This is an optimization exercise on Yosys and OpenROAD, whose aim is small area and a short achievable clock period, not a production implementation. Where RTL was checked, it was by simulation tests only, not by an equivalence proof against the original. The RTL of runs 2 to 5 was laid out without a check of its function. Power is estimated from default activity; no workload was simulated.

File: design/flow/config.mk
export PLATFORM = sky130hd
export DESIGN_NAME = vad_speech_segmenter
export DESIGN_NICKNAME = vad_speech_segmenter
export VERILOG_FILES = /design/flow/design.v
export SDC_FILE = /design/flow/constraint.sdc
export NUM_CORES = 4
export LEC_CHECK = 0
export CAP_MARGIN = 5
export CORE_MARGIN = 2
export CORE_UTILIZATION = 65
export CTS_BUF_LIST = sky130_fd_sc_hd__clkbuf_8
export CTS_CLUSTER_DIAMETER = 60
export CTS_CLUSTER_SIZE = 20
export PLACE_DENSITY = 0.75
export SETUP_SLACK_MARGIN = 5
export SLEW_MARGIN = 5
File: design/flow/constraint.sdc
create_clock -name core_clock -period 9.5 [get_ports {clk_i}]
set_input_delay 1.9000 -clock core_clock [delete_from_list [all_inputs] [get_ports {clk_i}]]
set_output_delay 1.9000 -clock core_clock [all_outputs]
set_load 0.01 [all_outputs]
File: design/flow/design.v
package vss_pkg;
  localparam int unsigned COUNT_WIDTH_DEF = 32;
  localparam int unsigned PROB_WIDTH_DEF  = 16;
  localparam int unsigned WIN_WIDTH       = 16;
  localparam int unsigned CFG_IDX_WIDTH   = 3;
  localparam logic [31:0] THRESH_RESET      = 32'd32768;
  localparam logic [31:0] GAP_RESET         = 32'd9830;
  localparam logic [WIN_WIDTH-1:0] WIN_RESET = 16'd1024;
  localparam logic [31:0] MIN_SIL_RESET     = 32'd0;
  localparam logic [31:0] SPLIT_PAUSE_RESET = 32'd1568;
  localparam logic [31:0] MIN_SPEECH_RESET  = 32'd1024;
  typedef enum logic [CFG_IDX_WIDTH-1:0] {
    CFG_THRESHOLD   = 3'd0,
    CFG_GAP         = 3'd1,
    CFG_WINDOW      = 3'd2,
    CFG_MIN_SILENCE = 3'd3,
    CFG_SPLIT_PAUSE = 3'd4,
    CFG_MIN_SPEECH  = 3'd5,
    CFG_MAX_SPEECH  = 3'd6
  } vss_cfg_idx_e;
  typedef enum logic [1:0] {
    REASON_SILENCE = 2'd0,
    REASON_SPLIT   = 2'd1,
    REASON_EOS     = 2'd2
  } vss_reason_e;
  typedef enum logic {
    KIND_PROB = 1'b0,
    KIND_EOS  = 1'b1
  } vss_kind_e;
endpackage
import vss_pkg::*;
module vss_cmp #(
  parameter int unsigned N = 32
) (
  input  logic [N-1:0] a_i,
  input  logic [N-1:0] nb_i,
  output logic         gt_o,
  output logic         lt_o
);
  if (N == 1) begin : g_leaf
    assign gt_o = a_i[0] & nb_i[0];
    assign lt_o = ~(a_i[0] | nb_i[0]);
  end else begin : g_node
    localparam int unsigned L = N / 2;
    logic gt_h, lt_h, gt_l, lt_l;
    vss_cmp #(.N(N - L)) u_h (.a_i(a_i[N-1:L]), .nb_i(nb_i[N-1:L]), .gt_o(gt_h), .lt_o(lt_h));
    vss_cmp #(.N(L))     u_l (.a_i(a_i[L-1:0]), .nb_i(nb_i[L-1:0]), .gt_o(gt_l), .lt_o(lt_l));
    assign gt_o = gt_h | (~lt_h & gt_l);
    assign lt_o = lt_h | (~gt_h & lt_l);
  end
endmodule
module vss_diff_cmp #(
  parameter int unsigned N = 32
) (
  input  logic [N-1:0] nx_i,       
  input  logic [N-1:0] y_i,
  input  logic [N-1:0] k_i,
  input  logic         borrow_i,   
  output logic         gt_o,       
  output logic         ge_o        
);
  logic [N-1:0] sp, cp;
  logic         z_gt, z_lt, c_top, s_gt, s_ge;
  assign sp = nx_i ^ (y_i ^ k_i);   
  assign cp = (nx_i & y_i) | (nx_i & k_i) | (y_i & k_i);
  vss_cmp #(.N(N)) u_cmp (.a_i({cp[N-2:0], 1'b0}), .nb_i(sp), .gt_o(z_gt), .lt_o(z_lt));
  assign c_top = ~cp[N-1];
  assign s_gt  = z_lt;    
  assign s_ge  = ~z_gt;   
  assign gt_o  = (c_top & s_gt) | (c_top & borrow_i) | (s_gt & borrow_i);
  assign ge_o  = (c_top & s_ge) | (c_top & borrow_i) | (s_ge & borrow_i);
endmodule
module vss_core #(
  parameter int unsigned COUNT_WIDTH = COUNT_WIDTH_DEF,
  parameter int unsigned PROB_WIDTH  = PROB_WIDTH_DEF
) (
  input  logic                   clk_i,
  input  logic                   rst_ni,
  input  logic                   step_i,
  input  logic                   kind_i,
  input  logic [PROB_WIDTH-1:0]  prob_i,
  input  logic [COUNT_WIDTH-1:0] stream_len_i,
  input  logic [PROB_WIDTH-1:0]  thresh_n_i,   
  input  logic [PROB_WIDTH-1:0]  gap_i,
  input  logic [WIN_WIDTH-1:0]   window_d_i,   
  input  logic [COUNT_WIDTH-1:0] min_sil_i,      
  input  logic                   min_sil_set_i,
  input  logic [COUNT_WIDTH-1:0] split_pause_i,
  input  logic [COUNT_WIDTH-1:0] min_speech_i,
  input  logic [COUNT_WIDTH-1:0] max_speech_i,   
  input  logic                   max_speech_set_i,
  output logic                   res_valid_o,
  output logic [1:0]             res_reason_o,
  output logic [COUNT_WIDTH-1:0] res_start_o,      
  output logic [COUNT_WIDTH-1:0] res_end_o         
);
  logic                   in_speech_q, sil_valid_q, pause_valid_q, resumed_q, sil_lt_open_q;
  logic [COUNT_WIDTH-1:0] count_q, next_nq, next_q, open_q, resume_q, sil_q, pend_q;
  logic [COUNT_WIDTH-1:0] count_d, sil_s;
  logic is_speech, is_silence, split_hit, long_pause, sil_ok, speech_ok;
  logic spk_gt, spk_lt, sil_gt, sil_lt;
  logic b_open, b_sil, b_run;
  logic max_gt, max_ge, sp_gt, sp_ge, msil_gt, msil_ge, msp_gt, msp_ge;
  logic [PROB_WIDTH-1:0] psn, pcn;
  logic [COUNT_WIDTH-1:0] next_n, sil_s_n;
  logic win, silence_br, resuming, res_valid;
  logic wr_open, wr_resume, wr_sil, wr_pend;
  vss_cmp #(.N(PROB_WIDTH)) u_spk (.a_i(prob_i), .nb_i(thresh_n_i), .gt_o(spk_gt), .lt_o(spk_lt));
  assign is_speech = !spk_lt;
  assign psn = thresh_n_i ^ (prob_i ^ gap_i);
  assign pcn = (thresh_n_i & prob_i) | (thresh_n_i & gap_i) | (prob_i & gap_i);
  vss_cmp #(.N(PROB_WIDTH)) u_sil (
    .a_i({pcn[PROB_WIDTH-2:0], 1'b0}), .nb_i(psn), .gt_o(sil_gt), .lt_o(sil_lt)
  );
  assign is_silence = ~pcn[PROB_WIDTH-1] & sil_lt;
  assign sil_s   = sil_valid_q ? sil_q : next_q;
  assign sil_s_n = ~sil_s;
  assign next_q  = ~next_nq;
  assign next_n  = next_nq;
  logic unused_b, unused_c;
  vss_cmp #(.N(COUNT_WIDTH)) u_b_open (.a_i(open_q), .nb_i(next_nq), .gt_o(b_open), .lt_o(unused_b));
  vss_cmp #(.N(COUNT_WIDTH)) u_b_sil (.a_i(sil_q), .nb_i(next_nq), .gt_o(b_sil), .lt_o(unused_c));
  assign b_run = sil_valid_q ? sil_lt_open_q : b_open;
  vss_diff_cmp #(.N(COUNT_WIDTH)) u_max (
    .nx_i(next_n), .y_i(open_q), .k_i(max_speech_i), .borrow_i(b_open), .gt_o(max_gt), .ge_o(max_ge)
  );
  vss_diff_cmp #(.N(COUNT_WIDTH)) u_sp (
    .nx_i(next_n), .y_i(sil_q), .k_i(split_pause_i), .borrow_i(b_sil), .gt_o(sp_gt), .ge_o(sp_ge)
  );
  vss_diff_cmp #(.N(COUNT_WIDTH)) u_msil (
    .nx_i(next_n), .y_i(sil_q), .k_i(min_sil_i), .borrow_i(b_sil), .gt_o(msil_gt), .ge_o(msil_ge)
  );
  vss_diff_cmp #(.N(COUNT_WIDTH)) u_msp (
    .nx_i(sil_s_n), .y_i(open_q), .k_i(min_speech_i), .borrow_i(b_run), .gt_o(msp_gt), .ge_o(msp_ge)
  );
  assign split_hit  = in_speech_q && max_speech_set_i && (max_speech_i != '1) && max_gt;
  assign long_pause = sil_valid_q && sp_gt;
  assign sil_ok     = !min_sil_set_i || (sil_valid_q ? msil_ge : (min_sil_i == '0));
  assign speech_ok  = msp_gt;
  assign win        = !kind_i;
  assign silence_br = win && !split_hit && is_silence && in_speech_q;
  assign resuming   = pause_valid_q && resumed_q;
  always_comb begin
    res_valid    = 1'b0;
    res_reason_o = REASON_SILENCE;
    if (kind_i == KIND_EOS) begin
      res_valid    = in_speech_q;
      res_reason_o = REASON_EOS;
    end else if (split_hit && !is_speech) begin
      res_valid    = 1'b1;
      res_reason_o = REASON_SPLIT;
    end else if (silence_br) begin
      res_valid = sil_ok && speech_ok;
    end
  end
  assign res_valid_o = res_valid;
  assign wr_open   = win && is_speech && !in_speech_q;
  assign wr_resume = win && is_speech && sil_valid_q && pause_valid_q && !resumed_q;
  assign wr_sil    = kind_i || !sil_valid_q;
  assign wr_pend   = silence_br && long_pause || res_valid && !(win && split_hit && pause_valid_q);
  always_ff @(posedge clk_i) begin
    if (step_i) begin
      if (wr_open || win && !is_speech && split_hit && resuming)
        open_q <= resuming ? resume_q : count_q;
      if (wr_resume || res_valid)
        resume_q <= wr_resume ? count_q : open_q;
      if (wr_sil) begin
        sil_q         <= next_q;
        sil_lt_open_q <= b_open;
      end
      if (wr_pend)
        pend_q <= kind_i ? stream_len_i : ((win && split_hit) ? next_q : sil_s);
    end
  end
  assign res_start_o = resume_q;
  assign res_end_o   = pend_q;
  assign count_d = !step_i ? count_q : (kind_i ? '0 : next_q);
  logic [WIN_WIDTH:0]               next_lo;
  logic [COUNT_WIDTH-WIN_WIDTH-1:0] count_hi_inc;
  logic [COUNT_WIDTH-1:0]           next_d;
  assign next_lo      = {1'b0, count_d[WIN_WIDTH-1:0]} + {1'b0, window_d_i};
  assign count_hi_inc = count_d[COUNT_WIDTH-1:WIN_WIDTH] + 1'b1;
  assign next_d       = {next_lo[WIN_WIDTH] ? count_hi_inc : count_d[COUNT_WIDTH-1:WIN_WIDTH],
                         next_lo[WIN_WIDTH-1:0]};
  always_ff @(posedge clk_i or negedge rst_ni) begin
    if (!rst_ni) begin
      count_q <= '0;
      next_nq <= ~(COUNT_WIDTH'(WIN_RESET));
    end else begin
      count_q <= count_d;
      next_nq <= ~next_d;
    end
  end
  always_ff @(posedge clk_i or negedge rst_ni) begin
    if (!rst_ni) begin
      in_speech_q   <= 1'b0;
      sil_valid_q   <= 1'b0;
      pause_valid_q <= 1'b0;
      resumed_q     <= 1'b0;
    end else if (step_i) begin
      if (kind_i) begin
        in_speech_q   <= 1'b0;
        sil_valid_q   <= 1'b0;
        pause_valid_q <= 1'b0;
        resumed_q     <= 1'b0;
      end else if (is_speech) begin
        in_speech_q <= 1'b1;
        sil_valid_q <= 1'b0;
        if (sil_valid_q && pause_valid_q) resumed_q <= 1'b1;
      end else if (split_hit) begin
        in_speech_q   <= resuming;
        sil_valid_q   <= 1'b0;
        pause_valid_q <= 1'b0;
        resumed_q     <= 1'b0;
      end else if (silence_br) begin
        if (res_valid) begin
          in_speech_q   <= 1'b0;
          sil_valid_q   <= 1'b0;
          pause_valid_q <= 1'b0;
          resumed_q     <= 1'b0;
        end else begin
          sil_valid_q <= 1'b1;
          if (long_pause) begin
            pause_valid_q <= 1'b1;
            resumed_q     <= 1'b0;
          end
        end
      end
    end
  end
endmodule
import vss_pkg::*;
module vad_speech_segmenter #(
  parameter int unsigned COUNT_WIDTH = COUNT_WIDTH_DEF,
  parameter int unsigned PROB_WIDTH  = PROB_WIDTH_DEF,
  localparam int unsigned CfgWidth   = (COUNT_WIDTH > PROB_WIDTH) ? COUNT_WIDTH : PROB_WIDTH
) (
  input  logic                     clk_i,
  input  logic                     rst_ni,
  input  logic                     cfg_we_i,
  input  logic [CFG_IDX_WIDTH-1:0] cfg_idx_i,
  input  logic [CfgWidth-1:0]      cfg_data_i,
  input  logic                     in_valid_i,
  output logic                     in_stall_o,
  input  logic                     kind_i,
  input  logic [PROB_WIDTH-1:0]    speech_prob_i,
  input  logic [COUNT_WIDTH-1:0]   stream_length_i,
  output logic                     out_valid_o,
  input  logic                     out_stall_i,
  output logic [COUNT_WIDTH-1:0]   seg_start_o,
  output logic [COUNT_WIDTH-1:0]   seg_end_o,
  output logic [1:0]               end_reason_o
);
  logic [PROB_WIDTH-1:0]  thresh_nq, gap_q;   
  logic [WIN_WIDTH-1:0]   window_q;
  logic [COUNT_WIDTH-1:0] min_sil_q, split_pause_q, min_speech_q, max_speech_q;
  logic                   min_sil_set_q, max_speech_set_q;
  logic                   in_valid_q;
  logic                   kind_q;
  logic [COUNT_WIDTH-1:0] payload_q;
  logic                   out_valid_q;
  logic [1:0]             reason_q;
  logic                   advance;
  logic [WIN_WIDTH-1:0]   window_d;
  logic                   res_valid;
  logic [1:0]             res_reason;
  logic [COUNT_WIDTH-1:0] res_start, res_end;
  assign advance    = in_valid_q && (!out_valid_q || !out_stall_i);
  assign in_stall_o = in_valid_q && out_valid_q && out_stall_i;
  always_ff @(posedge clk_i or negedge rst_ni) begin
    if (!rst_ni) begin
      thresh_nq     <= ~(PROB_WIDTH'(THRESH_RESET));
      gap_q         <= PROB_WIDTH'(GAP_RESET);
      min_sil_set_q    <= 1'b0;
      split_pause_q <= COUNT_WIDTH'(SPLIT_PAUSE_RESET);
      min_speech_q  <= COUNT_WIDTH'(MIN_SPEECH_RESET);
      max_speech_set_q <= 1'b0;
    end else if (cfg_we_i) begin
      case (cfg_idx_i)
        CFG_THRESHOLD:   thresh_nq     <= ~cfg_data_i[PROB_WIDTH-1:0];
        CFG_GAP:         gap_q         <= cfg_data_i[PROB_WIDTH-1:0];
        CFG_MIN_SILENCE: min_sil_set_q    <= 1'b1;
        CFG_SPLIT_PAUSE: split_pause_q <= cfg_data_i[COUNT_WIDTH-1:0];
        CFG_MIN_SPEECH:  min_speech_q  <= cfg_data_i[COUNT_WIDTH-1:0];
        CFG_MAX_SPEECH:  max_speech_set_q <= 1'b1;
        default: ;
      endcase
    end
  end
  always_ff @(posedge clk_i) begin
    if (cfg_we_i && cfg_idx_i == CFG_MIN_SILENCE) min_sil_q    <= cfg_data_i[COUNT_WIDTH-1:0];
    if (cfg_we_i && cfg_idx_i == CFG_MAX_SPEECH)  max_speech_q <= cfg_data_i[COUNT_WIDTH-1:0];
  end
  assign window_d = (cfg_we_i && cfg_idx_i == CFG_WINDOW) ? cfg_data_i[WIN_WIDTH-1:0] : window_q;
  always_ff @(posedge clk_i or negedge rst_ni) begin
    if (!rst_ni) window_q <= WIN_RESET;
    else         window_q <= window_d;
  end
  always_ff @(posedge clk_i or negedge rst_ni) begin
    if (!rst_ni) begin
      in_valid_q <= 1'b0;
    end else if (!in_stall_o) begin
      in_valid_q <= in_valid_i;
    end
  end
  always_ff @(posedge clk_i) begin
    if (!in_stall_o) begin
      kind_q    <= kind_i;
      payload_q <= kind_i ? stream_length_i
                          : {stream_length_i[COUNT_WIDTH-1:PROB_WIDTH], speech_prob_i};
    end
  end
  vss_core #(
    .COUNT_WIDTH(COUNT_WIDTH),
    .PROB_WIDTH (PROB_WIDTH)
  ) u_core (
    .clk_i          (clk_i),
    .rst_ni         (rst_ni),
    .step_i         (advance),
    .kind_i         (kind_q),
    .prob_i         (payload_q[PROB_WIDTH-1:0]),
    .stream_len_i   (payload_q),
    .thresh_n_i     (thresh_nq),
    .gap_i          (gap_q),
    .window_d_i     (window_d),
    .min_sil_i      (min_sil_q),
    .min_sil_set_i  (min_sil_set_q),
    .split_pause_i  (split_pause_q),
    .min_speech_i   (min_speech_q),
    .max_speech_i   (max_speech_q),
    .max_speech_set_i(max_speech_set_q),
    .res_valid_o    (res_valid),
    .res_reason_o   (res_reason),
    .res_start_o    (res_start),
    .res_end_o      (res_end)
  );
  always_ff @(posedge clk_i or negedge rst_ni) begin
    if (!rst_ni) begin
      out_valid_q <= 1'b0;
    end else if (advance) begin
      out_valid_q <= res_valid;
    end else if (!out_stall_i) begin
      out_valid_q <= 1'b0;
    end
  end
  always_ff @(posedge clk_i) begin
    if (advance) reason_q <= res_reason;
  end
  assign out_valid_o  = out_valid_q;
  assign seg_start_o  = res_start;
  assign seg_end_o    = res_end;
  assign end_reason_o = reason_q;
endmodule
File: design/flow/flow/run.sh
#!/bin/bash
# Layout: the standard flow (standard.sh) with one change: buffer_ports, which puts a
# buffer on every input and output port, uses sky130_fd_sc_hd__buf_1 cells instead of the
# cell it picks by itself (the delay buffer clkdlybuf4s50_1). make's full output goes to
# orfs_make.log here; each tool's own log is under orfs/logs/.
set -euo pipefail
bash standard.sh "BUFFER_PORTS_ARGS=-buffer_cell sky130_fd_sc_hd__buf_1" finish > orfs_make.log 2>&1
File: design/flow/standard.sh
#!/bin/bash
# synth_recipe.tcl (not shown) runs the flow's synth.tcl, then flattens the netlist and writes it again
# the make line also repeats each setting of config.mk as NAME=value (left out here)
make -C /OpenROAD-flow-scripts/flow DESIGN_CONFIG=/design/flow/config.mk WORK_HOME=/design/flow/orfs CLKGATE_MAP_FILE= SYNTH_SCRIPT=/design/flow/synth_recipe.tcl "${@:-finish}"
==> results of run 1 <==
## power by group
| part | internal, mW | switching [mW] | leakage [nW] |
|---|---|---|---|
| sequential | 2.32 | 0.449 | 4.34 |
| clock | 0.493 | 0.712 | 0.436 |
| combinational | 1.46 | 1.95 | 5.73 |
| total | 4.27 | 3.12 | 10.5 |
## stage by stage
step | setup WS, ps | instances | cell area [sq um] | total power [mW] | hold WS [ps]
detailed placement | 3480 | 2737 | 25600 | 5.79 | 449
global route | 4870 | 2892 | 27700 | 7.83 | 478
floorplan | 4290 | 2133 | 24600 | 4.91 | 424
finish | 4980 | 2892 | 27700 | 7.39 | 477
CTS | 4940 | 2837 | 26900 | 7.09 | 471
global placement | 3610 | 2737 | 25600 | 5.64 | 445
## placed cells by master, fill, tap and decap left out, types with 11 or more instances in the layout
cell type	instances
dfstp_2	49
nand4_1	12
a31oi_1	31
a211oi_1	27
xor2_1	12
o21ai_0	160
ha_1	44
nor4_1	11
clkbuf_8	41
nor3_1	33
fa_1	111
dfrtp_1	125
maj3_1	33
and2_1	14
or3_1	11
nor2_1	102
a21oi_1	86
o22ai_1	25
a21o_1	19
nand2_1	159
nand3_1	32
buf_1	149
nand2b_1	24
inv_1	88
mux2_1	23
o21a_1	11
nor2b_1	22
o211ai_1	27
or2_2	21
mux2i_1	14
a22oi_1	18
o21ai_1	41
o31ai_1	39
xnor2_1	39
mux2_2	150
buf_4	90
edfxtp_1	228
o221ai_1	15
## cells by family after synthesis
logic type      share of synthesized area
simple gates                       0.0925
mux                                0.0885
compound gates                      0.166
flops                               0.471
xor+xnor                           0.0199
fa+ha+maj                           0.133
buf+inv                            0.0290
## per-layer routing
| layer | track usage | wire length, um | vias up |
|---|---|---|---|
| met5 | 0 | 0 | - |
| met4 | 0.131 | 2440 | 0 |
| met3 | 0.0695 | 6790 | 158 |
| met2 | 0.531 | 31200 | 1044 |
| met1 | 0.508 | 28600 | 9554 |
| li1 | - | - | 8439 |
## timing repair
action	4_1_cts	5_1_grt
cloned	0	3
pin swaps	17	17
setup buffers	30	52
endpoints found under the setup margin	114	113
endpoints found under the hold margin	0	0
resized for setup	53	70
## path summary, 6_finish.rpt
path | startpoint | cells past startpoint | slack, ps | to
setup / recovery | cfg_idx_i[0] | 20 | 4980 | u_core.next_nq[26]
hold / removal | min_sil_set_q | 1 | 480 | min_sil_set_q
setup reg to reg | u_core.next_nq[24] | 15 | 5020 | u_core.pend_q[11]
hold reg to reg | min_sil_set_q | 1 | 480 | min_sil_set_q
max in group asynchronous | rst_ni | 2 | 6540 | u_core.count_q[27]
min in group asynchronous | rst_ni | 1 | 1450 | gap_q[0]
## area by class of cell
cell class                 count  share of cell area
multi-input combinational   1550               0.459
tap                          511              0.0231
clock inverter                29              0.0106
clock buffer                  41              0.0204
timing repair buffer         261              0.0572
sequential                   412               0.418
inverter                      88              0.0122
## critical path, stage by stage
cell and delay (ps):
buf_8 100, nand2b_4 140, nor2_4 110, buf_6 130, buf_4 120, buf_4 130
mux2_2 370, ha_4 290, inv_1 60, o21bai_1 200, a21oi_2 100, o21ai_2 200
a21oi_2 110, a21oi_4 140, a21o_1 180, a21oi_4 70, buf_12 140, buf_12 120
nor4_2 310, xnor2_1 170
==> run_results.csv, run 1 <==
group,metric,value,unit
pwr,ir_drop,0.171,mV
sta,finalHoldViolCount,0,
clock_tree,cts_sinks,412,
clock_tree,cts-buffers-inserted,38,
global_routing,grt_pass1_vias,18700,
critical_path,cp-end-kind,"flip-flop",
synth,synth-main-ff-cell,"edfxtp_1",
sta,worstMarginPinSlew,1230,ps
pwr,powerDensity,267,mW/mm^2
clock_tree,clkSlewWorstSetupHoldPaths,110,ps
sta,timing.slew.headroom,0.179,
critical_path,setup.worst_path.start_class,"input pin",
cells_and_area,syn2layout_area_growth,13.1,%
sta,fin_tns_setup,0,ps
synth,netlist_instances,2133,
synth,synth_edf_count,228,
sta,max_freq,0.221,GHz
cells_and_area,nets,2601,
synth,yosysTopAreaCellShare,0.280,
clock_tree,clk_latency,660,ps
synth,synth_area,0.0245,sq mm
floorplan,ios,157,
synth,netlist.top_cell.by_area,"edfxtp_1",
sta,finalCritPeriodShare,0.476,
global_routing,antenna_found_initial,0,
route,vias_per_cell,6.64,
route,routedWlPerCell,23.9,um
floorplan,start_util,0.654,
synth,syn_area_per_cell,11.5,sq um
sta,setup_viol,0,
sta,clock_skew,44.6,ps
global_routing,grt.overflow.total,0,
global_routing,grt_pass1_wl,104000,um
critical_path,cp_max_fo,5,
synth,yosysSeqAreaShare,0.471,
route,drtIter0Drc,2019,
place,port_buffers,156,
route,post-route-drc-count,0,
cells_and_area,fill_cells,2551,
clock_tree,cts_tree,"yes",
route,drtPass1Iterations,8,
cells_and_area,finalCoreUtilization,0.740,
critical_path,cp_data_required_time,10090,ps
run,maxCapViolCount,0,
synth,synth_seq_cells,412,
synth,synth_nets,2383,
cells_and_area,seqCellArea,0.0116,sq mm
synth,ys_warn_count,2,
pwr,p_leak,10.5,nW
synth,synth-async-reset-ratio,0.447,
clock_tree,cts.path.max_buffers,3,
clock_tree,h-tree-depth,2,
route,ant_nets,0,
cells_and_area,diodes,0,
route,routed_wl,69000,um
clock_tree,ctsRootBufferMaster,"clkbuf_8",
synth,ys_top_cells_by_count,"edfxtp_1 (228), o21ai_0 (182), nand2_1 (164)",
clock_tree,ctsHoldBuffers,0,
global_routing,grt_use_total,0.351,
synth,yosysMostFrequentCell,"edfxtp_1",
place,gp_congestion,0.930,
cells_and_area,drive_above_1_share,0.211,
floorplan,core.rowCount,71,
floorplan,dieWidth,198,um
sta,rsz0062_at_grt,"yes",
floorplan,coreArea,0.0374,sq mm
floorplan,die_h,198,um
synth,yosysUniqueCellTypes,92,
critical_path,path_class,"input pin to flip-flop",
global_routing,grt_max_degree,71,
place,dpl.hpwl,47600,um
status,outcome,"timing/DRC/antenna clean",
sta,period_needed,4520,ps
synth,synth_area_leaders,"edfxtp_1 (28%), dfrtp_1 (13%), fa_1 (9.3%), mux2_2 (7.0%), dfstp_2 (6.2%)",
critical_path,arrival,5110,ps
cells_and_area,multiInputGateArea,0.0127,sq mm
min_path,hold_class,"flip-flop to flip-flop",
route,vias,19200,
floorplan,die_area,0.0392,sq mm
sta,finalMaxSlewViolations,0,
==> run 2, diff against run 1 <==
--- a/design/flow/design.v
+++ b/design/flow/design.v
@@ -85,8 +85,6 @@
   input  logic [WIN_WIDTH-1:0]   window_d_i,   
-  input  logic [COUNT_WIDTH-1:0] min_sil_i,      
-  input  logic                   min_sil_set_i,
+  input  logic [COUNT_WIDTH-1:0] min_sil_i,
   input  logic [COUNT_WIDTH-1:0] split_pause_i,
   input  logic [COUNT_WIDTH-1:0] min_speech_i,
-  input  logic [COUNT_WIDTH-1:0] max_speech_i,   
-  input  logic                   max_speech_set_i,
+  input  logic [COUNT_WIDTH-1:0] max_speech_i,
   output logic                   res_valid_o,
@@ -135,5 +133,5 @@
   );
-  assign split_hit  = in_speech_q && max_speech_set_i && (max_speech_i != '1) && max_gt;
+  assign split_hit  = in_speech_q && (max_speech_i != '1) && max_gt;
   assign long_pause = sil_valid_q && sp_gt;
-  assign sil_ok     = !min_sil_set_i || (sil_valid_q ? msil_ge : (min_sil_i == '0));
+  assign sil_ok     = sil_valid_q ? msil_ge : (min_sil_i == '0);
   assign speech_ok  = msp_gt;
@@ -177,9 +175,18 @@
   assign count_d = !step_i ? count_q : (kind_i ? '0 : next_q);
-  logic [WIN_WIDTH:0]               next_lo;
-  logic [COUNT_WIDTH-WIN_WIDTH-1:0] count_hi_inc;
-  logic [COUNT_WIDTH-1:0]           next_d;
-  assign next_lo      = {1'b0, count_d[WIN_WIDTH-1:0]} + {1'b0, window_d_i};
+  localparam int unsigned HI = COUNT_WIDTH - WIN_WIDTH;
+  localparam int unsigned LB = WIN_WIDTH / 2;
+  localparam int unsigned UB = WIN_WIDTH - LB;
+  logic [LB:0]            sum_b0;
+  logic [UB:0]            sum_b1_c0, sum_b1_c1;
+  logic                   carry_w;
+  logic [HI-1:0]          count_hi_inc;
+  logic [COUNT_WIDTH-1:0] next_d;
+  assign sum_b0       = {1'b0, count_d[LB-1:0]} + {1'b0, window_d_i[LB-1:0]};
+  assign sum_b1_c0    = {1'b0, count_d[WIN_WIDTH-1:LB]} + {1'b0, window_d_i[WIN_WIDTH-1:LB]};
+  assign sum_b1_c1    = {1'b0, count_d[WIN_WIDTH-1:LB]} + {1'b0, window_d_i[WIN_WIDTH-1:LB]} + 1'b1;
+  assign carry_w      = sum_b0[LB] ? sum_b1_c1[UB] : sum_b1_c0[UB];
   assign count_hi_inc = count_d[COUNT_WIDTH-1:WIN_WIDTH] + 1'b1;
-  assign next_d       = {next_lo[WIN_WIDTH] ? count_hi_inc : count_d[COUNT_WIDTH-1:WIN_WIDTH],
-                         next_lo[WIN_WIDTH-1:0]};
+  assign next_d       = {carry_w ? count_hi_inc : count_d[COUNT_WIDTH-1:WIN_WIDTH],
+                         sum_b0[LB] ? sum_b1_c1[UB-1:0] : sum_b1_c0[UB-1:0],
+                         sum_b0[LB-1:0]};
   always_ff @(posedge clk_i or negedge rst_ni) begin
@@ -256,3 +263,2 @@
   logic [COUNT_WIDTH-1:0] min_sil_q, split_pause_q, min_speech_q, max_speech_q;
-  logic                   min_sil_set_q, max_speech_set_q;
   logic                   in_valid_q;
@@ -273,6 +279,7 @@
       gap_q         <= PROB_WIDTH'(GAP_RESET);
-      min_sil_set_q    <= 1'b0;
+      window_q      <= WIN_RESET;
+      min_sil_q     <= COUNT_WIDTH'(MIN_SIL_RESET);
       split_pause_q <= COUNT_WIDTH'(SPLIT_PAUSE_RESET);
       min_speech_q  <= COUNT_WIDTH'(MIN_SPEECH_RESET);
-      max_speech_set_q <= 1'b0;
+      max_speech_q  <= '1;
     end else if (cfg_we_i) begin
@@ -281,6 +288,7 @@
         CFG_GAP:         gap_q         <= cfg_data_i[PROB_WIDTH-1:0];
-        CFG_MIN_SILENCE: min_sil_set_q    <= 1'b1;
+        CFG_WINDOW:      window_q      <= cfg_data_i[WIN_WIDTH-1:0];
+        CFG_MIN_SILENCE: min_sil_q     <= cfg_data_i[COUNT_WIDTH-1:0];
         CFG_SPLIT_PAUSE: split_pause_q <= cfg_data_i[COUNT_WIDTH-1:0];
         CFG_MIN_SPEECH:  min_speech_q  <= cfg_data_i[COUNT_WIDTH-1:0];
-        CFG_MAX_SPEECH:  max_speech_set_q <= 1'b1;
+        CFG_MAX_SPEECH:  max_speech_q  <= cfg_data_i[COUNT_WIDTH-1:0];
         default: ;
@@ -289,12 +297,4 @@
   end
-  always_ff @(posedge clk_i) begin
-    if (cfg_we_i && cfg_idx_i == CFG_MIN_SILENCE) min_sil_q    <= cfg_data_i[COUNT_WIDTH-1:0];
-    if (cfg_we_i && cfg_idx_i == CFG_MAX_SPEECH)  max_speech_q <= cfg_data_i[COUNT_WIDTH-1:0];
-  end
   assign window_d = (cfg_we_i && cfg_idx_i == CFG_WINDOW) ? cfg_data_i[WIN_WIDTH-1:0] : window_q;
   always_ff @(posedge clk_i or negedge rst_ni) begin
-    if (!rst_ni) window_q <= WIN_RESET;
-    else         window_q <= window_d;
-  end
-  always_ff @(posedge clk_i or negedge rst_ni) begin
     if (!rst_ni) begin
@@ -326,3 +326,2 @@
     .min_sil_i      (min_sil_q),
-    .min_sil_set_i  (min_sil_set_q),
     .split_pause_i  (split_pause_q),
@@ -330,3 +329,2 @@
     .max_speech_i   (max_speech_q),
-    .max_speech_set_i(max_speech_set_q),
     .res_valid_o    (res_valid),
==> design/flow/config.mk (replaced) <==
export PLATFORM = sky130hd
export DESIGN_NAME = vad_speech_segmenter
export DESIGN_NICKNAME = vad_speech_segmenter
export VERILOG_FILES = /design/flow/design.v
export SDC_FILE = /design/flow/constraint.sdc
export NUM_CORES = 4
export LEC_CHECK = 0
export CAP_MARGIN = 20
export CORE_MARGIN = 2
export CORE_UTILIZATION = 55
export CTS_BUF_LIST = sky130_fd_sc_hd__clkbuf_8
export CTS_CLUSTER_DIAMETER = 50
export CTS_CLUSTER_SIZE = 16
export SETUP_SLACK_MARGIN = 5
export SLEW_MARGIN = 20
==> run_results.csv, run 2 <==
group,metric,value,unit
floorplan,core.rowCount,78,
place,port_buffers,156,
floorplan,ios,157,
synth,synth_seq_cells,410,
cells_and_area,fill_cells,3625,
route,drtPass1Iterations,8,
route,post-route-drc-count,0,
min_path,hold_end,"thresh_nq[1]",
route,vias,18900,
synth,yosysUniqueCellTypes,87,
sta,setup_viol,0,
route,routed_wl,75200,um
critical_path,cp_data_required_time,10070,ps
pwr,p_leak,11.5,nW
synth,yosysSeqAreaShare,0.448,
pwr,ir_drop,0.169,mV
floorplan,coreArea,0.0451,sq mm
synth,netlist.top_cell.by_area,"edfxtp_1",
clock_tree,clk_latency,670,ps
cells_and_area,mostFrequentLayoutCell,"mux2_2",
critical_path,ff2ff_path_depth,11,
clock_tree,cts-buffers-inserted,46,
place,dpl.hpwl,52100,um
synth,ys_top_cells_by_count,"mux2_2 (256), edfxtp_1 (164), nand2_1 (157)",
floorplan,start_util,0.555,
run,maxCapViolCount,0,
floorplan,dieWidth,217,um
synth,syn_area_per_cell,11.4,sq um
place,dp.cells,2889,
synth,yosysMostFrequentCell,"mux2_2",
cells_and_area,seqCellArea,0.0112,sq mm
clock_tree,cts_tree,"yes",
route,ant_nets,0,
sta,timing.slew.headroom,0.274,
floorplan,die_area,0.0472,sq mm
clock_tree,cts.path.max_buffers,3,
global_routing,grt_max_degree,66,
critical_path,r2r_slack,5040,ps
sta,finalCritPeriodShare,0.508,
sta,finalHoldViolCount,0,
clock_tree,ctsRootBufferMaster,"clkbuf_8",
pwr,swShare,0.424,
critical_path,cp_max_fo,7,
synth,synth_nets,2449,
critical_path,setup.worst_path.start_class,"input pin",
critical_path,r2r_start,"u_core.next_nq[21]",
route,routedWlPerCell,24.6,um
clock_tree,ctsHoldBuffers,0,
cells_and_area,multiInputGateArea,0.0137,sq mm
sta,rsz0062_at_grt,"yes",
min_path,min-delay-start,"thresh_nq[1]",
cells_and_area,drive_above_1_share,0.265,
sta,period_needed,4820,ps
sta,worstMarginPinSlew,1090,ps
route,vias_per_cell,6.18,
pwr,internal_power,4.82,mW
cells_and_area,fin_cells,3061,
global_routing,grt_pass1_vias,19200,
synth,synth-main-ff-cell,"edfxtp_1",
synth,synth-async-reset-ratio,0.600,
synth,ys_warn_count,2,
pwr,seq_power_share,0.352,
place,gp_congestion,0.895,
critical_path,cp-end-kind,"flip-flop",
synth,yosysTopAreaCellShare,0.197,
sta,fin_tns_setup,0,ps
clock_tree,h-tree-depth,2,
clock_tree,cts_sinks,410,
synth,synth_area_leaders,"edfxtp_1 (20%), dfrtp_1 (16%), mux2_2 (12%), dfstp_2 (9.5%), fa_1 (9.2%)",
pwr,switchingPower,3.55,mW
cells_and_area,final_cell_mix,"mux2_2 (253), edfxtp_1 (164), dfrtp_1 (155)",
min_path,hold_class,"flip-flop to flip-flop",
sta,max_freq,0.207,GHz
pwr,clkPwrFrac,0.166,
critical_path,r2r-end,"u_core.pend_q[16]",
pwr,powerDensity,289,mW/mm^2
sta,finalMaxSlewViolations,0,
min_path,worstHoldPathCells,2,
global_routing,grt_pass1_wl,114000,um
sta,clock_skew,23.5,ps
synth,synth_area,0.0250,sq mm
global_routing,grt.overflow.total,0,
cells_and_area,nets,2674,
status,outcome,"timing/DRC/antenna clean",
critical_path,arrival,5390,ps
synth,netlist_instances,2197,
global_routing,grt_use_total,0.318,
pwr,p_comb_frac,0.482,
cells_and_area,syn2layout_area_growth,15.9,%
route,drtIter0Drc,1486,
global_routing,antenna_found_initial,2,
critical_path,path_class,"input pin to flip-flop",
synth,synth_edf_count,164,
floorplan,die_h,217,um
clock_tree,clkSlewWorstSetupHoldPaths,90,ps
-- run 2: cell types whose count changed after synthesis, sizes merged, moves of 11 or more --
cell    change
inv        +14
o21ai      -70
clkbuf     +11
mux2i      +24
a21o       -12
edfxtp     -64
dfstp      +32
nor2       +26
o31ai      +11
dfrtp      +30
mux2       +82
-- run 2: logic make-up (layout without fill, tap and decap cells) --
logic type,after synthesis,count (layout),synth area share
other,0,1,0
XOR/XNOR,52,52,0.0182
multiplexers,298,298,0.132
flip-flops,410,410,0.448
AND/OR/NAND/NOR,506,509,0.0971
buffers and inverters,187,446,0.0305
AO/OA/AOI/OAI,538,539,0.141
adder cells (fa/ha/maj),206,206,0.133
-- run 2: routing by layer --
metal	track usage	up-vias	wire length, um
li1	-	8631	-
met1	0.406	9578	31300
met2	0.538	570	37200
met3	0.0430	150	3210
met4	0.151	2	3440
met5	0	-	13
-- run 2: how the worst max path moves through the flow --
stage | startpoint | endpoint | slack, ps | cells past startpoint
3_3_place_gp | out_stall_i | u_core.next_nq[27] | 3510 | 21
6_report | cfg_idx_i[0] | u_core.next_nq[18] | 4680 | 21
3_5_place_dp | out_stall_i | u_core.next_nq[28] | 3410 | 21
5_1_grt | cfg_idx_i[0] | u_core.next_nq[17] | 4510 | 20
2_1_floorplan | out_stall_i | u_core.next_nq[19] | 4240 | 22
4_1_cts | cfg_idx_i[2] | u_core.next_nq[28] | 4740 | 20
-- run 2: per-stage QoR --
step | power [mW] | worst slack, ps | cell area, sq um | hold slack [ps] | util
6_report | 8.38 | 4680 | 29000 | 505 | 0.642
2_1_floorplan | 5.17 | 4240 | 25200 | 424 | -
4_1_cts | 8.09 | 4740 | 28300 | 504 | 0.628
3_5_place_dp | 6.41 | 3410 | 26300 | 491 | 0.584
5_1_grt | 8.91 | 4510 | 29000 | 526 | 0.642
3_3_place_gp | 6.30 | 3510 | 26300 | 484 | 0.583
-- run 2: final cells by class --
type | instances | area share
clock inverters | 34 | 0.0117
repair buffers | 259 | 0.0633
inverters | 101 | 0.0134
flip-flops and latches | 410 | 0.387
diodes | 1 | 0.0000864
well taps | 600 | 0.0259
clock buffers | 52 | 0.0247
multi-input cells | 1604 | 0.474
-- run 2: what timing repair did --
action | 4_1_cts | 5_1_grt
cloned | 9 | 6
pin swaps | 22 | 49
setup buffers | 33 | 37
setup endpoints to repair | 150 | 137
resized for setup | 94 | 57
-- run 2: worst max-delay path: stages --
cell and delay [ps]:
buf_12 110, nor4bb_4 280, buf_6 170, buf_12 130, mux2_4 160, ha_4 130
inv_2 40, fa_2 370, nor2b_2 130, o21ai_2 70, a21oi_2 150, o21ai_2 80
a21oi_2 130, o21a_1 230, o2111ai_2 150, nand3b_1 310, xnor2_4 310, clkbuf_16 240
buf_8 130, nor2_4 40, xnor2_2 120
-- run 2: power groups by stage --
stage          Combinational, mW  Sequential [mW]  Clock [mW]
2_1_floorplan               2.40             2.77           0
3_3_place_gp                3.31             2.99           0
3_5_place_dp                3.42             2.99           0
4_1_cts                     3.72             2.95        1.41
5_1_grt                     4.42             3.01        1.48
6_report                    4.04             2.95        1.39
==> run 3, diff against run 2 <==
==> design/flow/flow/run.sh (replaced) <==
#!/bin/bash
# Layout: the standard flow (standard.sh) with one change: buffer_ports, which puts a
# buffer on every input and output port, uses sky130_fd_sc_hd__buf_2 cells instead of the
# cell it picks by itself (the delay buffer clkdlybuf4s50_1). make's full output goes to
# orfs_make.log here; each tool's own log is under orfs/logs/.
set -euo pipefail
bash standard.sh "BUFFER_PORTS_ARGS=-buffer_cell sky130_fd_sc_hd__buf_2" finish > orfs_make.log 2>&1
==> run_results.csv, run 3 <==
group,metric,value,unit
status,outcome,"timing/DRC/antenna clean",
route,routedWlPerCell,24.1,um
global_routing,antenna_found_initial,3,
cells_and_area,mostFrequentLayoutCell,"mux2_2",
cells_and_area,drive_above_1_share,0.340,
synth,yosysUniqueCellTypes,87,
clock_tree,h-tree-depth,2,
synth,synth_seq_cells,410,
sta,worstMarginPinSlew,1090,ps
sta,timing.slew.headroom,0.268,
route,ant_nets,0,
pwr,ir_drop,0.164,mV
cells_and_area,final_cell_mix,"mux2_2 (250), edfxtp_1 (164), dfrtp_1 (154)",
synth,synth-simple-area-share,0.0971,
synth,ys_warn_count,2,
critical_path,arrival,5350,ps
sta,max_freq,0.210,GHz
synth,synth_edf_count,164,
synth,yosysTopAreaCellShare,0.197,
place,port_buffers,156,
min_path,hold_class,"flip-flop to flip-flop",
pwr,power.total,8.61,mW
clock_tree,ctsRootBufferMaster,"clkbuf_8",
synth,synth_area,0.0250,sq mm
synth,netlist_instances,2197,
route,drtPass1Iterations,9,
synth,synth_fa_ha_area_frac,0.133,
sta,layout_setup_ws,4740,ps
cells_and_area,nets,2682,
route,post-route-drc-count,0,
clock_tree,cts.path.max_buffers,3,
critical_path,cp-end-kind,"flip-flop",
sta,finalCritPeriodShare,0.501,
run,maxCapViolCount,0,
pwr,p_leak,12.0,nW
synth,synth_compound_area_frac,0.141,
sta,finalMaxSlewViolations,0,
clock_tree,clkSlewWorstSetupHoldPaths,100,ps
sta,period_needed,4760,ps
cells_and_area,syn2layout_area_growth,18.4,%
critical_path,cp_max_fo,8,
floorplan,core.rowCount,78,
place,dpl.hpwl,49800,um
clock_tree,cts_tree,"yes",
critical_path,path_class,"input pin to flip-flop",
sta,setup_viol,0,
synth,synth_nets,2449,
clock_tree,cts-buffers-inserted,49,
synth,synth_area_leaders,"edfxtp_1 (20%), dfrtp_1 (16%), mux2_2 (12%), dfstp_2 (9.5%), fa_1 (9.2%)",
synth,yosysMostFrequentCell,"mux2_2",
cells_and_area,fill_cells,3548,
synth,synth_top_family_by_area,"compound AO/OA/AOI/OAI gates",
min_path,worstHoldPathCells,2,
sta,clock_skew,41.0,ps
floorplan,start_util,0.555,
global_routing,grt.overflow.total,0,
route,vias,18900,
place,post-place-ws,3350,ps
floorplan,die_area,0.0472,sq mm
synth,yosysSeqAreaShare,0.448,
global_routing,grt_use_total,0.310,
synth,synth_mux_area_frac,0.132,
clock_tree,clk_latency,680,ps
route,vias_per_cell,6.15,
critical_path,ff2ff_path_depth,15,
critical_path,cp_data_required_time,10090,ps
global_routing,grt_pass1_vias,18800,
clock_tree,cts_sinks,410,
synth,synth-main-ff-cell,"edfxtp_1",
sta,fin_tns_setup,0,ps
synth,synth-async-reset-ratio,0.600,
floorplan,coreArea,0.0451,sq mm
critical_path,setup.worst_path.start_class,"input pin",
synth,syn_area_per_cell,11.4,sq um
route,drtIter0Drc,1475,
floorplan,die_h,217,um
synth,post_synth_xor_area_fraction,0.0182,
pwr,powerDensity,291,mW/mm^2
sta,rsz0062_at_grt,"yes",
synth,ys_top_cells_by_count,"mux2_2 (256), edfxtp_1 (164), nand2_1 (157)",
place,gp_congestion,0.874,
global_routing,grt_pass1_wl,111000,um
floorplan,dieWidth,217,um
route,routed_wl,73900,um
global_routing,grt_max_degree,143,
clock_tree,ctsHoldBuffers,0,
floorplan,ios,157,
synth,netlist.top_cell.by_area,"edfxtp_1",
sta,finalHoldViolCount,0,
==> run 3: changes by cell type in the layout (fill, tap and decap cells not counted), sizes merged <==
cell,delta
buf,+9
bufinv,+2
inv,+2
a32o,-1
clkbuf,-1
clkinv,+1
or2,-1
==> run 3: power breakdown <==
group | total, mW | switching [mW] | internal (mW)
clock | 1.52 | 0.805 | 0.711
sequential | 2.93 | 0.541 | 2.39
combinational | 4.17 | 2.27 | 1.89
total | 8.61 | 3.62 | 4.99
==> run 3: logic make-up after synthesis <==
| group | count (synthesis) |
|---|---|
| AOI/OAI and AO/OA | 538 |
| and+or+nand+nor | 506 |
| DFF | 410 |
| muxes | 298 |
| adders and majority gates | 206 |
| buffers and inverters | 187 |
| xor gates and xnor gates | 52 |
==> run 3: final timing paths <==
path | startpoint | to | slack (ps)
hold reg to reg | thresh_nq[1] | thresh_nq[1] | 500
setup / recovery | cfg_idx_i[0] | u_core.next_nq[27] | 4740
setup reg to reg | u_core.next_nq[24] | u_core.pend_q[21] | 4920
hold / removal | thresh_nq[1] | thresh_nq[1] | 500
max in group asynchronous | rst_ni | u_core.next_nq[10] | 6890
min in group asynchronous | rst_ni | u_core.count_q[29] | 1260
==> run 3: layout make-up <==
type	instances	area [sq um]	area share
timing repair buffer	266	2130	0.0719
tap	600	751	0.0254
multi-input combinational	1602	13900	0.470
clock inverter	39	478	0.0162
clock buffer	53	729	0.0247
inverter	101	399	0.0135
sequential	410	11200	0.379
antenna	1	2.50	0.0000846
==> run 3: per-stage QoR <==
step / util / cell area (sq um) / std cells / hold slack (ps)
finish: 0.656 / 29600 / 3072 / 500
global route: 0.656 / 29600 / 3072 / 519
CTS: 0.636 / 28700 / 3024 / 502
detailed placement: 0.587 / 26500 / 2885 / 490
global placement: 0.587 / 26500 / 2885 / 486
floorplan: - / 25200 / 2197 / 424
==> run 3: worst max-delay path: stages <==
cell and delay [ps]:
buf_12 110, nor4bb_4 350, buf_12 180, mux2_4 170, ha_4 120, inv_2 30, fa_2 350, nor2b_2 130
o21ai_2 80, a21oi_2 160, o21ai_2 90, a21oi_2 130, o21a_2 220, o2111ai_4 130, nand3b_1 290, xnor2_4 240
buf_12 180, nor4bb_4 290, xnor2_1 150
==> run 3: what timing repair did <==
item                       in CTS  in global routing
gates cloned                    9                  5
setup endpoints to repair     153                136
buffers inserted               38                 42
resized for setup              90                 96
pin swaps                      31                 62
==> run 3: per-layer routing <==
metal	GRT usage	vias to the layer above	part of all wire
li1	-	8633	-
met1	0.404	9541	0.42
met2	0.520	542	0.49
met3	0.0383	160	0.046
met4	0.146	4	0.050
met5	0	-	0.00031
==> run 4, diff against run 3 <==
--- a/design/flow/design.v
+++ b/design/flow/design.v
@@ -194,3 +194,3 @@
       count_q <= '0;
-      next_nq <= ~(COUNT_WIDTH'(WIN_RESET));
+      next_nq <= ~COUNT_WIDTH'(WIN_RESET);
     end else begin
@@ -277,3 +277,3 @@
     if (!rst_ni) begin
-      thresh_nq     <= ~(PROB_WIDTH'(THRESH_RESET));
+      thresh_nq     <= ~PROB_WIDTH'(THRESH_RESET);
       gap_q         <= PROB_WIDTH'(GAP_RESET);
==> design/flow/run.sh (new file) <==
#!/bin/bash
# synth_recipe.tcl (not shown) runs the flow's synth.tcl, then flattens the netlist and writes it again
# the make line also repeats each setting of config.mk as NAME=value (left out here)
make -C /OpenROAD-flow-scripts/flow DESIGN_CONFIG=/design/flow/config.mk WORK_HOME=/design/flow/orfs CLKGATE_MAP_FILE= SYNTH_SCRIPT=/design/flow/synth_recipe.tcl finish
removed: design/flow/flow/run.sh
removed: design/flow/standard.sh
==> run_results.csv, run 4 <==
group,metric,value,unit
synth,ys_warn_count,2,
cells_and_area,fin_cells,3062,
critical_path,r2r_start,"u_core.sil_valid_q",
critical_path,cp_max_fo,7,
pwr,internal_power,4.77,mW
pwr,ir_drop,0.167,mV
cells_and_area,syn2layout_area_growth,19.6,%
synth,synth_seq_cells,410,
floorplan,start_util,0.553,
critical_path,endpoint,"u_core.next_nq[18]",
synth,synth-simple-area-share,0.0974,
min_path,hold_class,"flip-flop to flip-flop",
pwr,power.total,8.12,mW
critical_path,setup.worst_path.start_class,"input pin",
synth,synth_compound_area_frac,0.141,
pwr,clkPwrFrac,0.175,
critical_path,startpoint,"cfg_idx_i[0]",
floorplan,core.rowCount,78,
status,outcome,"timing/DRC/antenna clean",
global_routing,antenna_found_initial,2,
cells_and_area,final_cell_mix,"mux2_2 (255), dfrtp_1 (179), edfxtp_1 (164)",
cells_and_area,mostFrequentLayoutCell,"mux2_2",
sta,layout_setup_ws,4620,ps
sta,finalHoldViolCount,0,
pwr,seq_power_share,0.353,
floorplan,die_area,0.0471,sq mm
cells_and_area,nets,2674,
pwr,swShare,0.413,
cells_and_area,drive_above_1_share,0.257,
synth,yosysMostFrequentCell,"mux2_2",
synth,synth-main-ff-cell,"dfrtp_1",
synth,yosysSeqAreaShare,0.446,
synth,synth_edf_count,164,
critical_path,path_class,"input pin to flip-flop",
global_routing,grt_pass1_wl,113000,um
sta,finalCritPeriodShare,0.514,
clock_tree,ctsRootBufferMaster,"clkbuf_8",
route,ant_nets,0,
route,routedWlPerCell,24.2,um
pwr,switchingPower,3.35,mW
synth,synth-async-reset-ratio,0.600,
synth,yosysTopAreaCellShare,0.201,
global_routing,grt_use_total,0.317,
synth,synth_top_family_by_area,"compound AO/OA/AOI/OAI gates",
cells_and_area,final_area,0.0298,sq mm
floorplan,coreArea,0.0451,sq mm
synth,syn_area_per_cell,11.4,sq um
synth,synth_nets,2449,
place,gp_congestion,0.887,
sta,finalMaxSlewViolations,0,
critical_path,cp_data_required_time,10030,ps
synth,synth_fa_ha_area_frac,0.134,
route,post-route-drc-count,0,
global_routing,grt_pass1_vias,18800,
run,maxCapViolCount,0,
route,routed_wl,74000,um
critical_path,r2r_slack,4990,ps
clock_tree,cts-buffers-inserted,47,
sta,max_freq,0.205,GHz
critical_path,arrival,5410,ps
synth,synth_area,0.0249,sq mm
floorplan,dieWidth,217,um
sta,rsz0062_at_grt,"yes",
critical_path,ff2ff_path_depth,14,
global_routing,grt_max_degree,158,
place,dp.cells,2889,
floorplan,die_h,217,um
cells_and_area,finalCoreUtilization,0.662,
route,drtPass1Iterations,5,
critical_path,max_stage_delay,400,ps
sta,clock_skew,25.7,ps
route,vias_per_cell,6.15,
sta,period_needed,4880,ps
clock_tree,cts.path.max_buffers,3,
sta,timing.slew.headroom,0.322,
place,post-place-ws,2970,ps
pwr,powerDensity,272,mW/mm^2
synth,synth_area_leaders,"dfrtp_1 (20%), edfxtp_1 (20%), mux2_2 (12%), fa_1 (9.2%), dfstp_2 (4.8%)",
sta,fin_tns_setup,0,ps
critical_path,slowest_stage,"fa_2",
global_routing,grt.overflow.total,0,
synth,netlist.top_cell.by_area,"dfrtp_1",
synth,ys_top_cells_by_count,"mux2_2 (256), dfrtp_1 (200), edfxtp_1 (164)",
sta,worst_hold_slack,513,ps
critical_path,cp_cell_sequence,"buf_8 -> nor4bb_4 -> buf_12 -> mux2_4 -> ha_4 -> inv_2 -> fa_2 -> nor2b_2 -> o21ai_2 -> a21oi_2 -> o21ai_2 -> a21oi_2 -> o21a_1 -> o2111ai_2 -> nand3b_1 -> xnor2_4 -> buf_12 -> buf_8 -> nor2_4 -> xnor2_1",
synth,synth_mux_area_frac,0.132,
clock_tree,h-tree-depth,2,
synth,netlist_instances,2197,
pwr,p_comb_frac,0.472,
synth,post_synth_xor_area_fraction,0.0183,
pwr,p_leak,11.8,nW
clock_tree,clk_latency,670,ps
place,port_buffers,156,
critical_path,r2r-end,"u_core.pend_q[10]",
place,dpl.hpwl,50600,um
clock_tree,clkSlewWorstSetupHoldPaths,90,ps
critical_path,cp-end-kind,"flip-flop",
route,vias,18800,
clock_tree,cts_sinks,410,
sta,setup_viol,0,
clock_tree,cts_tree,"yes",
sta,worstMarginPinSlew,1010,ps
place,placed_cell_area,0.0272,sq mm
route,drtIter0Drc,1400,
floorplan,ios,157,
synth,yosysUniqueCellTypes,87,
-- run 4: cell count changes after synthesis, sizes merged --
| cell | delta |
|---|---|
| dfrtp | +44 |
| dfstp | -44 |
-- run 4: cells by family after synthesis --
group | after synthesis
flip-flops | 410
AND/OR/NAND/NOR | 506
multiplexers | 298
AO/OA/AOI/OAI | 538
XOR/XNOR | 52
adder cells (fa/ha/maj) | 206
buffers and inverters | 187
-- run 4: worst min-delay path by stage --
| stage | start | endpoint | slack (ps) | cells after the start |
|---|---|---|---|---|
| after floorplan | kind_q | reason_q[1] | 420 | 0 |
| after global placement | window_q[7] | window_q[7] | 490 | 1 |
| after detailed placement | window_q[8] | window_q[8] | 500 | 1 |
| after CTS | window_q[11] | window_q[11] | 520 | 1 |
| after global routing | window_q[2] | window_q[2] | 520 | 1 |
| final | window_q[12] | window_q[12] | 510 | 1 |
-- run 4: critical path: cells and delay by family --
kind | cells | cell delay [ps]
AND/OR/NAND/NOR | 4 | 830
adder cells (fa/ha/maj) | 2 | 530
buffers and inverters | 5 | 670
AO/OA/AOI/OAI | 6 | 860
multiplexers | 1 | 170
XOR/XNOR | 2 | 460
-- run 4: timing repair --
item / 4_1_cts / 5_1_grt
endpoints found under the setup margin: 156 / 132
setup buffers: 36 / 36
hold endpoints to repair: 0 / 0
pin swaps: 21 / 40
hold buffers: 0 / 0
gates resized for setup: 121 / 70
gates cloned: 9 / 2
-- run 4: layout make-up --
class                   instances  area (sq um)
clock inverters                37           404
multi-input cells            1604         13800
well taps                     600           751
clock buffers                  50           688
diodes                          2          5.00
repair buffers                258          2650
inverters                     101           390
fillers                      3524         15200
flip-flops and latches        410         11200
-- run 4: power by group through the flow --
stage | registers [mW] | logic (mW) | clock network (mW)
CTS | 2.88 | 3.59 | 1.45
global route | 2.93 | 4.19 | 1.51
floorplan | 2.73 | 2.40 | 0
detailed placement | 2.90 | 3.29 | 0
finish | 2.87 | 3.83 | 1.42
global placement | 2.89 | 3.19 | 0
-- run 4: per-layer routing --
| metal | global-route usage | routed length (um) | vias to the layer above |
|---|---|---|---|
| li1 | - | - | 8608 |
| met1 | 0.412 | 30900 | 9516 |
| met2 | 0.530 | 36400 | 563 |
| met3 | 0.0405 | 3370 | 131 |
| met4 | 0.146 | 3340 | 0 |
| met5 | 0 | 0 | - |
==> run 5, diff against run 4 <==
--- a/design/flow/design.v
+++ b/design/flow/design.v
@@ -176,17 +176,39 @@
   localparam int unsigned HI = COUNT_WIDTH - WIN_WIDTH;
-  localparam int unsigned LB = WIN_WIDTH / 2;
-  localparam int unsigned UB = WIN_WIDTH - LB;
-  logic [LB:0]            sum_b0;
-  logic [UB:0]            sum_b1_c0, sum_b1_c1;
-  logic                   carry_w;
+  localparam int unsigned NG = WIN_WIDTH / 4;
+  logic [WIN_WIDTH-1:0]   add_p, add_g, add_c;
+  logic [NG-1:0]          grp_p, grp_g;
+  logic [NG:0]            grp_c;
   logic [HI-1:0]          count_hi_inc;
   logic [COUNT_WIDTH-1:0] next_d;
-  assign sum_b0       = {1'b0, count_d[LB-1:0]} + {1'b0, window_d_i[LB-1:0]};
-  assign sum_b1_c0    = {1'b0, count_d[WIN_WIDTH-1:LB]} + {1'b0, window_d_i[WIN_WIDTH-1:LB]};
-  assign sum_b1_c1    = {1'b0, count_d[WIN_WIDTH-1:LB]} + {1'b0, window_d_i[WIN_WIDTH-1:LB]} + 1'b1;
-  assign carry_w      = sum_b0[LB] ? sum_b1_c1[UB] : sum_b1_c0[UB];
+  assign add_p = count_d[WIN_WIDTH-1:0] ^ window_d_i;
+  assign add_g = count_d[WIN_WIDTH-1:0] & window_d_i;
+  always_comb begin
+    grp_c[0] = 1'b0;
+    for (int j = 0; j < NG; j++) begin
+      grp_p[j] = &add_p[4*j +: 4];
+      grp_g[j] = add_g[4*j+3] | (add_p[4*j+3] & add_g[4*j+2])
+               | (add_p[4*j+3] & add_p[4*j+2] & add_g[4*j+1])
+               | (add_p[4*j+3] & add_p[4*j+2] & add_p[4*j+1] & add_g[4*j]);
+    end
+    for (int j = 0; j < NG; j++) begin
+      grp_c[j+1] = grp_g[j];
+      for (int k = j - 1; k >= -1; k--) begin
+        logic t;
+        t = (k >= 0) ? grp_g[k] : 1'b0;
+        for (int m = k + 1; m <= j; m++) t = t & grp_p[m];
+        if (k >= 0) grp_c[j+1] = grp_c[j+1] | t;
+      end
+    end
+    for (int j = 0; j < NG; j++) begin
+      add_c[4*j]   = grp_c[j];
+      add_c[4*j+1] = add_g[4*j]   | (add_p[4*j]   & grp_c[j]);
+      add_c[4*j+2] = add_g[4*j+1] | (add_p[4*j+1] & add_g[4*j]) | (add_p[4*j+1] & add_p[4*j] & grp_c[j]);
+      add_c[4*j+3] = add_g[4*j+2] | (add_p[4*j+2] & add_g[4*j+1])
+                   | (add_p[4*j+2] & add_p[4*j+1] & add_g[4*j])
+                   | (add_p[4*j+2] & add_p[4*j+1] & add_p[4*j] & grp_c[j]);
+    end
+  end
   assign count_hi_inc = count_d[COUNT_WIDTH-1:WIN_WIDTH] + 1'b1;
-  assign next_d       = {carry_w ? count_hi_inc : count_d[COUNT_WIDTH-1:WIN_WIDTH],
-                         sum_b0[LB] ? sum_b1_c1[UB-1:0] : sum_b1_c0[UB-1:0],
-                         sum_b0[LB-1:0]};
+  assign next_d       = {grp_c[NG] ? count_hi_inc : count_d[COUNT_WIDTH-1:WIN_WIDTH],
+                         add_p ^ add_c};
   always_ff @(posedge clk_i or negedge rst_ni) begin
@@ -194,3 +216,3 @@
       count_q <= '0;
-      next_nq <= ~COUNT_WIDTH'(WIN_RESET);
+      next_nq <= ~(COUNT_WIDTH'(WIN_RESET));
     end else begin
@@ -277,3 +299,3 @@
     if (!rst_ni) begin
-      thresh_nq     <= ~PROB_WIDTH'(THRESH_RESET);
+      thresh_nq     <= ~(PROB_WIDTH'(THRESH_RESET));
       gap_q         <= PROB_WIDTH'(GAP_RESET);
==> design/flow/flow/run.sh (new file) <==
#!/bin/bash
# Layout: the standard flow (standard.sh) with one change: buffer_ports, which puts a
# buffer on every input and output port, uses sky130_fd_sc_hd__buf_1 cells instead of the
# cell it picks by itself (the delay buffer clkdlybuf4s50_1). make's full output goes to
# orfs_make.log here; each tool's own log is under orfs/logs/.
set -euo pipefail
bash standard.sh "BUFFER_PORTS_ARGS=-buffer_cell sky130_fd_sc_hd__buf_1" finish > orfs_make.log 2>&1
==> design/flow/standard.sh (new file) <==
#!/bin/bash
# synth_recipe.tcl (not shown) runs the flow's synth.tcl, then flattens the netlist and writes it again
# the make line also repeats each setting of config.mk as NAME=value (left out here)
make -C /OpenROAD-flow-scripts/flow DESIGN_CONFIG=/design/flow/config.mk WORK_HOME=/design/flow/orfs CLKGATE_MAP_FILE= SYNTH_SCRIPT=/design/flow/synth_recipe.tcl "${@:-finish}"
removed: design/flow/run.sh
==> run_results.csv, run 5 <==
group,metric,value,unit
sta,rsz0062_at_grt,"yes",
cells_and_area,fill_cells,3639,
critical_path,ff2ff_path_depth,15,
floorplan,core.rowCount,77,
global_routing,antenna_found_initial,0,
clock_tree,cts.path.max_buffers,3,
floorplan,dieWidth,216,um
synth,synth-main-ff-cell,"edfxtp_1",
route,post-route-drc-count,0,
place,port_buffers,156,
synth,ys_top_cells_by_count,"mux2_2 (266), nand2_1 (182), edfxtp_1 (164)",
clock_tree,ctsRootBufferMaster,"clkbuf_8",
place,gp_congestion,0.922,
critical_path,slowest_stage,"or4b_4",
clock_tree,cts_sinks,410,
status,outcome,"timing/DRC/antenna clean",
global_routing,grt_use_total,0.329,
critical_path,r2r-end,"u_core.resume_q[22]",
clock_tree,cts-buffers-inserted,46,
synth,syn_area_per_cell,11.4,sq um
synth,synth_edf_count,164,
pwr,p_leak,11.2,nW
floorplan,die_area,0.0468,sq mm
route,ant_nets,0,
synth,synth_seq_cells,410,
clock_tree,clk_latency,660,ps
synth,netlist.top_cell.by_area,"edfxtp_1",
route,drtIter0Drc,1562,
route,routedWlPerCell,25.4,um
critical_path,path_buf_inv,2,
synth,synth-async-reset-ratio,0.600,
global_routing,grt.met3_usage,0.0415,
cells_and_area,mostFrequentLayoutCell,"mux2_2",
global_routing,grt_use_met1,0.421,
route,drtPass1Iterations,5,
sta,finalHoldViolCount,0,
critical_path,critical-path-top-delay-family,"compound AO/OA/AOI/OAI gates",
cells_and_area,final_cell_mix,"mux2_2 (263), nand2_1 (178), edfxtp_1 (164)",
pwr,powerDensity,280,mW/mm^2
floorplan,die_h,216,um
clock_tree,clkSlewWorstSetupHoldPaths,100,ps
min_path,min-delay-start,"kind_q",
route,vias,18900,
cells_and_area,diodes,0,
sta,max_freq,0.200,GHz
synth,netlist_instances,2184,
sta,worstMarginPinSlew,983,ps
synth,yosysUniqueCellTypes,81,
sta,finalCritPeriodShare,0.527,
synth,ys_warn_count,2,
critical_path,r2r_start,"u_core.next_nq[12]",
cells_and_area,seqCellArea,0.0112,sq mm
synth,yosysMostFrequentCell,"mux2_2",
critical_path,max_stage_delay,580,ps
synth,synth_area_leaders,"edfxtp_1 (20%), dfrtp_1 (16%), mux2_2 (12%), dfstp_2 (9.5%), fa_1 (9.4%)",
critical_path,crit_top_cell,"a21o_1",
cells_and_area,drive_above_1_share,0.261,
cells_and_area,syn2layout_area_growth,14.1,%
critical_path,cp_cell_sequence,"buf_12 -> nor4bb_4 -> buf_12 -> mux2_4 -> ha_4 -> a21o_1 -> a21oi_4 -> o21bai_4 -> a21o_1 -> a21o_1 -> a21oi_4 -> o211a_1 -> o311a_4 -> or4b_4 -> nor2_4 -> nand3_2 -> xnor2_1",
pwr,ir_drop,0.172,mV
sta,finalMaxSlewViolations,0,
sta,period_needed,5010,ps
cells_and_area,multiInputGateArea,0.0134,sq mm
sta,clock_skew,31.7,ps
clock_tree,h-tree-depth,2,
cells_and_area,finalCoreUtilization,0.638,
global_routing,grt_max_degree,73,
critical_path,path_class,"input pin to flip-flop",
clock_tree,ctsHoldBuffers,0,
global_routing,globalRouteMet2Util,0.556,
sta,fin_tns_setup,0,ps
global_routing,grt.overflow.total,0,
min_path,worstHoldPathCells,0,
sta,setup_viol,0,
place,dpl.hpwl,53100,um
global_routing,grt_pass1_vias,18900,
critical_path,cp_data_required_time,10080,ps
critical_path,setup.worst_path.start_class,"input pin",
synth,synth_nets,2437,
global_routing,busiest_layer,"met2",
route,routed_wl,76800,um
floorplan,start_util,0.559,
route,vias_per_cell,6.24,
floorplan,ios,157,
critical_path,cp-end-kind,"flip-flop",
synth,synth_area,0.0248,sq mm
synth,yosysTopAreaCellShare,0.199,
critical_path,cp_max_fo,4,
cells_and_area,nets,2648,
synth,yosysSeqAreaShare,0.452,
global_routing,grt_pass1_wl,115000,um
critical_path,r2r_slack,4840,ps
critical_path,arrival,5580,ps
min_path,hold_end,"reason_q[1]",
min_path,hold_class,"flip-flop to flip-flop",
floorplan,coreArea,0.0443,sq mm
clock_tree,cts_tree,"yes",
sta,timing.slew.headroom,0.345,
run,maxCapViolCount,0,
[run 5: cell count changes in the layout (fill, tap and decap cells not counted), sizes merged, moves of 10 or more]
cell and delta:
buf +141, nor2 -19, dfrtp -44, nand2 +25, nand2b -12, o21ai +25
mux2i -32, a211oi -13, a21o +10, clkdlybuf4s50 -146, dfstp +44
[run 5: worst reg2reg max path: stages, from the launching register on]
cell,delay [ps]
dfstp_4,660
fa_1,450
and2_1,160
maj3_1,350
maj3_1,370
a21oi_2,200
nand4b_1,230
a211oi_2,270
nor4_1,90
or4_1,430
a21o_4,240
nand2b_4,150
a21oi_1,250
a21o_2,180
buf_4,130
buf_12,170
[run 5: report_power, final]
part | switching [mW] | leakage, nW | total (mW) | internal, mW
registers | 0.599 | 4.46 | 2.96 | 2.36
logic | 2.02 | 6.14 | 3.57 | 1.56
clock network | 0.752 | 0.570 | 1.39 | 0.640
total | 3.37 | 11.2 | 7.92 | 4.56
[run 5: routing by layer]
layer  routed length, um  up-vias  share of wire
met2               37400      593           0.49
met3                3620      172          0.047
li1                    -     8528              -
met5                   0        -              0
met4                4130        0          0.054
met1               31600     9579           0.41
[run 5: logic make-up (layout without fill, tap and decap cells)]
family,after synthesis,count (layout),share of synthesized area
adder cells (fa/ha/maj),210,210,0.137
AO/OA/AOI/OAI,565,567,0.146
XOR/XNOR,48,48,0.0170
buffers and inverters,184,428,0.0302
flip-flops,410,410,0.452
multiplexers,275,275,0.124
AND/OR/NAND/NOR,492,495,0.0933
[run 5: worst max path at each step]
stage	startpoint	end	slack [ps]	cells after the start
CTS	cfg_idx_i[2]	u_core.next_nq[29]	4540	17
floorplan	cfg_idx_i[0]	u_core.next_nq[31]	3960	18
global route	cfg_idx_i[2]	u_core.next_nq[29]	4380	17
global placement	cfg_idx_i[1]	u_core.next_nq[29]	3250	17
detailed placement	cfg_idx_i[1]	u_core.next_nq[29]	3170	17
finish	cfg_idx_i[2]	u_core.next_nq[29]	4490	17
[run 5: layout make-up]
type / count / area share
Clock buffer: 51 / 0.0248
Clock inverter: 35 / 0.0127
Inverter: 95 / 0.0128
Multi-Input combinational cell: 1595 / 0.475
Sequential cell: 410 / 0.397
Tap cell: 592 / 0.0262
Timing Repair Buffer: 247 / 0.0523
[run 5: what timing repair did]
action / 4_1_cts / 5_1_grt
setup buffers: 26 / 40
gates cloned: 6 / 2
endpoints found under the setup margin: 151 / 148
gates resized for setup: 68 / 40
pin swaps: 19 / 22
[run 5: per-stage QoR]
| step | area (sq um) | setup slack, ps | total power, mW | instances | hold WS [ps] |
|---|---|---|---|---|---|
| after CTS | 27800 | 4540 | 7.75 | 2983 | 493 |
| after global placement | 26100 | 3250 | 6.09 | 2865 | 463 |
| final | 28300 | 4490 | 7.92 | 3025 | 486 |
| after detailed placement | 26100 | 3170 | 6.20 | 2865 | 467 |
| after floorplan | 25100 | 3960 | 5.10 | 2184 | 465 |
| after global routing | 28300 | 4380 | 8.42 | 3025 | 490 |

## what the ideal ports hide
How much do the figures lean on ideal ports? The routed layouts below were timed once more, with nothing changed but the port constraints. Step 1, drivers: a clkbuf_16 drives clk_i and a buf_2 each remaining input, both assumed. Step 2 times the ports against the registers' clock, not the clock port: input delays grow and output delays shrink by t, the midpoint of the rising clock arrivals with the driver on. Three values: no drivers, after step 1, after step 2; two values: the first two.
| run | t (ns) | setup WS [ns] | worst data-port slew with drivers (ns) | pins driven straight from the clock port |
|---|---|---|---|---|
| run 1 | 0.691 | 4.977 / 4.987 / 4.296 | 0.06 | 1 |
| run 2 | 0.717 | 4.678 / 4.691 / 3.974 | 0.07 | 1 |
| run 3 | 0.718 | 4.742 / 4.745 / 4.028 | 0.08 | 1 |
| run 4 | 0.718 | 4.615 / 4.623 / 3.905 | 0.07 | 1 |
| run 5 | 0.701 | 4.495 / 4.493 / 3.792 | 0.07 | 1 |
After both steps setup and hold are still met in every run listed. For run 3, which loses most, drivers alone change the setup slack by +0.003 ns; drivers and shift together by -0.714 ns.
